From an optimization exercise on the open Yosys and OpenROAD flow, aimed at small area, a short achievable clock period and few clock cycles per item; shortcuts taken in it are not production practice.
The RTL was checked by simulation tests, not by an equivalence proof against the original design.
The clock port is modelled as an ideal driver; clocking choices that lean on that would not hold on a real chip.

==> build 29 <==
## aes_round_engine
module aes_round_engine (
  input  logic         clk,
  input  logic         reset,
  input  logic         in_valid,
  output logic         in_ready,
  input  logic [127:0] in_data,
  output logic [3:0]   key_rnd,
  input  logic [127:0] key_in,
  output logic         out_valid,
  output logic [127:0] out_data,
  input  logic         out_ready,
  output logic         busy
);
clock: 7.5 ns
lec_check: 0
cap_margin: 20
core_margin: 2
core_utilization: 56
cts_buf_list: sky130_fd_sc_hd__clkbuf_4 sky130_fd_sc_hd__clkbuf_8
cts_cluster_diameter: 90
cts_cluster_size: 16
gpl_routability_driven: 1
place_density: 0.66
slew_margin: 20
standard.sh (not shown) runs the stock make flow with config.mk's settings and CLKGATE_MAP_FILE= SYNTH_SCRIPT=/design/flow/synth_recipe.tcl, a recipe that flattens the netlist after the stock synthesis.
==> flow/flow/run.sh <==
#!/bin/bash
# The standard layout (standard.sh) with three changes:
#  - Yosys's technology mapping runs ABC with flow/abc_xor.script (keeps the
#    XOR-rich S-box and MixColumns logic as XOR/XNOR cells) instead of ORFS's
#    abc_speed.script; everything else, registers included, is the standard
#    synthesis (synth_recipe.tcl);
#  - port buffers are sky130_fd_sc_hd__buf_1 rather than the
#    clkdlybuf4s50_1 that buffer_ports picks by default;
#  - after CTS, flow/skew.tcl delays the clock of the b_q registers (useful
#    skew between the two pipeline stages; b_q has no input or output paths)
#    and repairs the out_ready -> in_ready path (see skew.tcl).
# Each tool's output is in orfs/logs/ as usual; make's output is in
# flow_make.log.
set -euo pipefail
HERE=$(pwd)
cat > my_synth.tcl <<TCL
proc abc {args} {
  set i [lsearch -exact \$args -script]
  if {\$i >= 0} { set args [lreplace \$args \$i [expr {\$i + 1}] -script $HERE/flow/abc_xor.script] }
  yosys abc {*}\$args
}
source $HERE/synth_recipe.tcl
TCL
bash standard.sh SYNTH_SCRIPT=$HERE/my_synth.tcl \
  "BUFFER_PORTS_ARGS=-buffer_cell sky130_fd_sc_hd__buf_1" \
  "POST_CTS_TCL=$HERE/flow/skew.tcl" \
  "SKEW_CELLS=sky130_fd_sc_hd__clkdlybuf4s15_1 sky130_fd_sc_hd__clkbuf_8" \
  FEEDTHROUGH_MAX_DELAY=3.2 SKEW_REPAIR_MARGIN=4.1 \
  finish > flow_make.log 2>&1
==> flow/flow/skew.tcl <==
# Useful skew for the two-stage ring: after CTS, the clock of every b_q
# flip-flop (end of the long stage a_q -> b_q, start of the short stage
# b_q -> a_q) is taken from its leaf clock net through a chain of
# SKEW_CELLS, one chain per leaf net. No register on an input or output path
# is moved: b_q only feeds a_q.
set block [ord::get_db_block]
set db [ord::get_db]
set cells $::env(SKEW_CELLS)
set groups [dict create]
foreach inst [$block getInsts] {
  if {[string match {b_q\\\[*}  [$inst getName]]} {
    set it [$inst findITerm CLK]
    dict lappend groups [[$it getNet] getName] $it
  }
}
set k 0
dict for {netname its} $groups {
  set net [$block findNet $netname]
  set sx 0; set sy 0
  foreach it $its {
    set bb [[$it getInst] getBBox]
    incr sx [expr {([$bb xMin] + [$bb xMax]) / 2}]
    incr sy [expr {([$bb yMin] + [$bb yMax]) / 2}]
  }
  set cx [expr {$sx / [llength $its]}]
  set cy [expr {$sy / [llength $its]}]
  set drv $net
  set j 0
  foreach c $cells {
    set master [$db findMaster $c]
    set buf [odb::dbInst_create $block $master "skew_buf_${k}_$j"]
    set nn [odb::dbNet_create $block "skew_net_${k}_$j"]
    $nn setSigType CLOCK
    [$buf findITerm A] connect $drv
    [$buf findITerm X] connect $nn
    $buf setLocation $cx $cy
    $buf setPlacementStatus PLACED
    set drv $nn
    incr j
  }
  foreach it $its {
    $it disconnect
    $it connect $drv
  }
  incr k
}
puts "skew: [dict size $groups] b_q clock groups, chain $cells"
detailed_placement
estimate_parasitics -placement

if {[info exists ::env(FEEDTHROUGH_MAX_DELAY)]} {
  set_max_delay $::env(FEEDTHROUGH_MAX_DELAY) -from [get_ports out_ready] -to [get_ports in_ready]
  report_checks -to [get_ports in_ready] -format end
  repair_timing -setup -setup_margin 0 -skip_last_gasp -verbose
  report_checks -to [get_ports in_ready] -format end
  unset_path_exceptions -from [get_ports out_ready] -to [get_ports in_ready]
  detailed_placement
  estimate_parasitics -placement
}
# Optional timing repair with the skew in place (placement parasitics).
if {[info exists ::env(SKEW_REPAIR_MARGIN)]} {
  repair_timing -setup -setup_margin $::env(SKEW_REPAIR_MARGIN) -skip_last_gasp -verbose
  detailed_placement
  estimate_parasitics -placement
}
check_placement -verbose
report_checks -path_delay max -group_path_count 5 -format end
report_checks -path_delay min -group_path_count 5 -format end
Other scripts of this flow, unchanged in this note and not shown: flow/flow/abc_xor.script
==> trial 16: changes against build 29 <==
--- a/flow/flow/run.sh
+++ b/flow/flow/run.sh
@@ -25,5 +25,5 @@
   "BUFFER_PORTS_ARGS=-buffer_cell sky130_fd_sc_hd__buf_1" \
   "POST_CTS_TCL=$HERE/flow/skew.tcl" \
   "SKEW_CELLS=sky130_fd_sc_hd__clkdlybuf4s15_1 sky130_fd_sc_hd__clkbuf_8" \
-  FEEDTHROUGH_MAX_DELAY=3.2 SKEW_REPAIR_MARGIN=4.1 \
+  FEEDTHROUGH_MAX_DELAY=3.0 SKEW_REPAIR_MARGIN=4.3 \
   finish > flow_make.log 2>&1
--- a/flow/config.mk
+++ b/flow/config.mk
@@ -7,10 +7,10 @@
 export LEC_CHECK = 0
 export CAP_MARGIN = 20
 export CORE_MARGIN = 2
-export CORE_UTILIZATION = 56
+export CORE_UTILIZATION = 50
 export CTS_BUF_LIST = sky130_fd_sc_hd__clkbuf_4 sky130_fd_sc_hd__clkbuf_8
-export CTS_CLUSTER_DIAMETER = 90
-export CTS_CLUSTER_SIZE = 16
+export CTS_CLUSTER_DIAMETER = 100
+export CTS_CLUSTER_SIZE = 18
 export GPL_ROUTABILITY_DRIVEN = 1
-export PLACE_DENSITY = 0.66
+export PLACE_DENSITY = 0.62
 export SLEW_MARGIN = 20
==> summary of the runs <==
In build 29 the setup slack is worse than in trial 16, by 0.073 ns.
In build 29 the fmax is lower than in trial 16, by about 2%.
In build 29 the die area is lower than in trial 16, by about 10%.
Against build 29, the hold slack of trial 16 is lower by 0.064 ns.
Area after synthesis is the same in trial 16 and build 29.
Testbench counts of build 29, summed over its fixed seeds: cycles 5,664, items 512.
Testbench counts of trial 16, summed over its fixed seeds: cycles 5,664, items 512.

-- separate check: timing with driven ports --
In the flow no input, the clock included, has a driving cell. The finished layouts below were timed again as built, in two steps.
Step 1 assumes that a clkbuf_16 drives the clock port and a buf_2 every other input.
Step 2, shift: input delay + t, output delay - t, t = (earliest + latest rising clock arrival at the registers) / 2. This alone moves slack from input paths to output paths.
a / b / c = ideal ports / drivers / drivers and shift; a / b = the first two.
run | t, ns | slack for setup (ns) | hold WS [ns] | clock arrival spread, ns
build 29 | 0.847 | 3.949 / 3.949 / 3.733 | 0.458 / 0.458 / 0.458 | 0.424 / 0.423
trial 16 | 0.835 | 4.022 / 3.990 / 3.512 | 0.394 / 0.394 / 0.394 | 0.409 / 0.410
Clock arrivals are far apart in build 29 and trial 16, so t is only a midpoint there and step 2 fits no single register. For trial 16, which loses most, drivers alone change the setup slack by -0.032 ns; drivers and shift together by -0.510 ns.
